Background: an optimization exercise with open tools, aiming at small area, a short achievable clock period and few clock cycles per item. Do not read the settings as production practice. RTL that was checked went through simulation tests only; none was proved equivalent to the original. Power figures rest on the tool's default switching activity, not on a simulated workload.

Design rolling_hash_substring_counter_top, start of the top module:
module rolling_hash_substring_counter_top (
  input  logic        clk,
  input  logic        rst_n,
  input  logic        in_valid,
  output logic        in_ready,
  input  logic [1:0]  in_op,
  input  logic [7:0]  in_char,
  output logic        out_valid,
  input  logic        out_ready,
  output logic        out_match,
  output logic [15:0] out_start,
  output logic [15:0] out_count
);
For scale: roughly 3500 cells after synthesis, roughly 900 flip-flops, ~49 I/O pins.
clock: 7.0 ns
lec_check: 0
abc_clock_period_in_ps: 3300
cap_margin: 20
core_margin: 2
core_utilization: 60
cts_cluster_diameter: 80
cts_cluster_size: 28
setup_slack_margin: 3.7
slew_margin: 20
synth_hierarchical: 1
synth_minimum_keep_size: 0
run.sh (not shown) runs the stock make flow with config.mk's settings and CLKGATE_MAP_FILE= SYNTH_SCRIPT=/design/flow/synth_recipe.tcl, a recipe that flattens the netlist after the stock synthesis.
Edit:
Settings changed: ABC_CLOCK_PERIOD_IN_PS 3300 to 3100, SETUP_SLACK_MARGIN 3.7 to 3.9.
Outcome:
- The new run finished with timing, DRC and antenna clean
- cell count is higher by 0.80%
- utilization is higher by 1.8 points
- wire length is higher by 4.9%
- worst setup slack gains 0.083 ns
- fmax is higher by 2.3%
- via count is higher by 1.4%
- non-clock buffer count is higher by 40
Function was not checked in any run of this note: the RTL went through the layout flow alone.

run 1:
rolling_hash_substring_counter_top, a different RTL version from the one above (not shown whole).
Size: ~3200 cells after synthesis, roughly 880 flip-flops, about 49 I/O pins.
clock: 7.0 ns
lec_check: 0
abc_clock_period_in_ps: 3400
cap_margin: 20
core_margin: 2
core_utilization: 60
setup_slack_margin: 3.2
slew_margin: 20
synth_hierarchical: 1
synth_minimum_keep_size: 0
Relative to run 1, the following input files were edited for run 2:
- SETUP_SLACK_MARGIN changed from 3.2 to 4.0
- ABC_CLOCK_PERIOD_IN_PS changed from 3400 to 3000
- CORE_UTILIZATION changed from 60 to 50
--- outcome ---
For run 2, the leading power group was combinational cells, unlike run 1, where it was sequential cells. Any difference in flip-flop and latch power between run 1 and run 2 is small enough to ignore. Lower delay of the slowest cell on the worst path among run 1 and run 2: run 2. Diff run 1 -> run 2 | combined buffer and inverter count along the critical path | increase of 1.
Relative to run 2, the following input files were edited for run 3:
- changing CORE_UTILIZATION from 50 to 60
- changing ABC_CLOCK_PERIOD_IN_PS from 3000 to 3400
- changing SETUP_SLACK_MARGIN from 4.0 to 3.6
Notes after the runs:
For run 3, the first element of the critical path was u_back.yb_r[9]$_SDFFE_PP0P_, unlike run 2, where it was u_back.ya_r[27]$_SDFFE_PP0P_.
Run 3 ends up with a first-iteration DRC count that is 215 lower than in run 2.
Run 3 vs. run 2: register share of the cell area has increased; wire length has decreased; met2 usage in global routing has increased.
No functional check of the RTL was part of any run of this note.

old:
Another version of the RTL of rolling_hash_substring_counter_top (not shown whole).
For scale: roughly 3100 cells after synthesis, roughly 860 flip-flops, about 44000 um2 of cells after synthesis.
// rolling_hash_substring_counter_top
module rolling_hash_substring_counter_top (
  input  logic        clk,
  input  logic        rst_n,
  input  logic        in_valid,
  output logic        in_ready,
  input  logic [1:0]  in_op,
  input  logic [7:0]  in_char,
  output logic        out_valid,
  input  logic        out_ready,
  output logic        out_match,
  output logic [15:0] out_start,
  output logic [15:0] out_count
);
clock: 7.0 ns
lec_check: 0
abc_clock_period_in_ps: 3400
cap_margin: 20
core_margin: 2
core_utilization: 70
setup_slack_margin: 3.6
slew_margin: 20
synth_hierarchical: 1
synth_minimum_keep_size: 0
old: done, clean on timing, DRC and antenna
The following lists how new was set up differently from old:
Settings: a change of CORE_UTILIZATION from 70 to 60.
[summary]
old → new: final clock period utilization by the worst path dropped 1.4 points, count of clock-buffer cells in the layout dropped 5, placement row count climbed 7, global routing met1 resource utilization dropped 7.8 points, fraction of final layout cells with drive strength greater than 1 dropped 0.47 points.
The leakage power figure was comparable across old and new.
Sort old and new by setup fix buffers added after clock tree synthesis, ascending, and new comes first.
In new relative to old, starting DRC count in detailed routing had gone down by more than a quarter.
Looking at cell area after placement, new sits about 0.33% above old.
new reached the end of the flow, and the finished layout is clean on the timing, DRC and antenna checks.
Maximum frequency ended up 0.0064 GHz higher on new than on old.
No functional check of the RTL was part of any run of this note.

rolling_hash_substring_counter_top, a different RTL version from the one above (not shown whole).
For scale: about 3300 cells after synthesis, roughly 920 flip-flops, ~49 I/O pins, about 47000 um2 of cells after synthesis.
## rolling_hash_substring_counter_top
module rolling_hash_substring_counter_top (
  input  logic        clk,
  input  logic        rst_n,
  input  logic        in_valid,
  output logic        in_ready,
  input  logic [1:0]  in_op,
  input  logic [7:0]  in_char,
  output logic        out_valid,
  input  logic        out_ready,
  output logic        out_match,
  output logic [15:0] out_start,
  output logic [15:0] out_count
);
==> flow/config.mk <==
export PLATFORM = sky130hd
export DESIGN_NAME = rolling_hash_substring_counter_top
export DESIGN_NICKNAME = rolling_hash_substring_counter_top
export VERILOG_FILES = /design/flow/design.v
export SDC_FILE = /design/flow/constraint.sdc
export NUM_CORES = 4
export LEC_CHECK = 0
export ABC_CLOCK_PERIOD_IN_PS = 3100
export CAP_MARGIN = 20
export CORE_MARGIN = 2
export CORE_UTILIZATION = 65
export CTS_CLUSTER_DIAMETER = 80
export CTS_CLUSTER_SIZE = 28
export SETUP_SLACK_MARGIN = 3.9
export SLEW_MARGIN = 20
export SYNTH_HIERARCHICAL = 1
export SYNTH_MINIMUM_KEEP_SIZE = 0
==> flow/constraint.sdc <==
create_clock -name core_clock -period 7.0 [get_ports {clk}]
set_input_delay 1.4000 -clock core_clock [delete_from_list [all_inputs] [get_ports {clk}]]
set_output_delay 1.4000 -clock core_clock [all_outputs]
set_load 0.01 [all_outputs]
Testbench counts at the start, summed over its fixed seeds: cycles 24,804, items 22,232.
Rerun with:
--- a/flow/config.mk
+++ b/flow/config.mk
@@ -8 +8 @@
-export ABC_CLOCK_PERIOD_IN_PS = 3100
+export ABC_CLOCK_PERIOD_IN_PS = 3050
@@ -11 +11 @@
-export CORE_UTILIZATION = 65
+export CORE_UTILIZATION = 60
@@ -14 +14 @@
-export SETUP_SLACK_MARGIN = 3.9
+export SETUP_SLACK_MARGIN = 3.95
Effect: Die area rose by a little under a tenth. Critical path depth rose by 6. Area after synthesis does not change. Non-clock buffer count rose by 17. Clock power fell by a few percent. Worst setup slack gains 0.053 ns. Core utilization fell by 5.0 points. Cell count rose by a few percent.
Rerun with:
--- a/flow/config.mk
+++ b/flow/config.mk
@@ -8 +8 @@
-export ABC_CLOCK_PERIOD_IN_PS = 3050
+export ABC_CLOCK_PERIOD_IN_PS = 3100
@@ -14 +14 @@
-export SETUP_SLACK_MARGIN = 3.95
+export SETUP_SLACK_MARGIN = 3.9
Die area is unchanged.
Worst hold slack stays flat.
Via count is about the same.
Final area barely changes.
Register-to-register slack is worse by 0.04 ns.
Combinational power hardly moves.
Wire length barely changes.
Cell count is about the same.
Sequential share of layout area barely changes.
Sequential power barely changes.
Total power grows by 0.78%.

==> what the ideal ports hide <==
In the flow no input, the clock included, has a driving cell. The finished layouts below were timed again as built, in two steps.
Step 1, drivers: a clkbuf_16 drives clk and a buf_2 each remaining input, both assumed.
Step 2 adds t to the input delays and takes it off the output delays; t is the mean of the earliest and latest rising clock arrival at the registers after step 1. Input paths then give back, and output paths get back, about the clock's delay inside the block.
Three values: ideal ports, drivers, drivers and shift; two values: the first two.
run | t (ns) | setup slack, ns | worst hold slack (ns) | clock arrival spread, ns | slew at the worst register clock pin (ns)
the first run of note 1 | 0.699 | 3.380 / 3.380 / 3.229 | 0.336 / 0.336 / 0.336 | 0.037 / 0.036 | 0.11 / 0.11
the second run of note 1 | 0.691 | 3.463 / 3.463 / 3.382 | 0.358 / 0.358 / 0.358 | 0.040 / 0.040 | 0.11 / 0.11
run 1 | 0.723 | 3.292 / 3.292 / 3.008 | 0.407 / 0.407 / 0.407 | 0.086 / 0.086 | 0.07 / 0.07
run 2 | 0.739 | 3.586 / 3.586 / 3.568 | 0.411 / 0.411 / 0.411 | 0.060 / 0.060 | 0.07 / 0.07
run 3 | 0.716 | 3.543 / 3.543 / 3.122 | 0.385 / 0.385 / 0.385 | 0.050 / 0.050 | 0.07 / 0.07
old | 0.722 | 3.030 / 3.030 / 3.027 | 0.332 / 0.332 / 0.332 | 0.056 / 0.057 | 0.08 / 0.08
new | 0.713 | 3.128 / 3.128 / 3.128 | 0.354 / 0.354 / 0.354 | 0.053 / 0.052 | 0.07 / 0.07
the first run of note 4 | 0.682 | 3.891 / 3.891 / 3.346 | 0.339 / 0.339 / 0.339 | 0.042 / 0.041 | 0.10 / 0.10
the second run of note 4 | 0.683 | 3.944 / 3.943 / 3.482 | 0.337 / 0.337 / 0.337 | 0.042 / 0.042 | 0.11 / 0.11
the third run of note 4 | 0.686 | 3.906 / 3.906 / 3.356 | 0.335 / 0.335 / 0.335 | 0.051 / 0.051 | 0.11 / 0.11
After both steps every run listed still meets setup and hold. For the third run of note 4, which loses most, drivers alone change the setup slack by 0.000 ns; drivers and shift together by -0.550 ns.
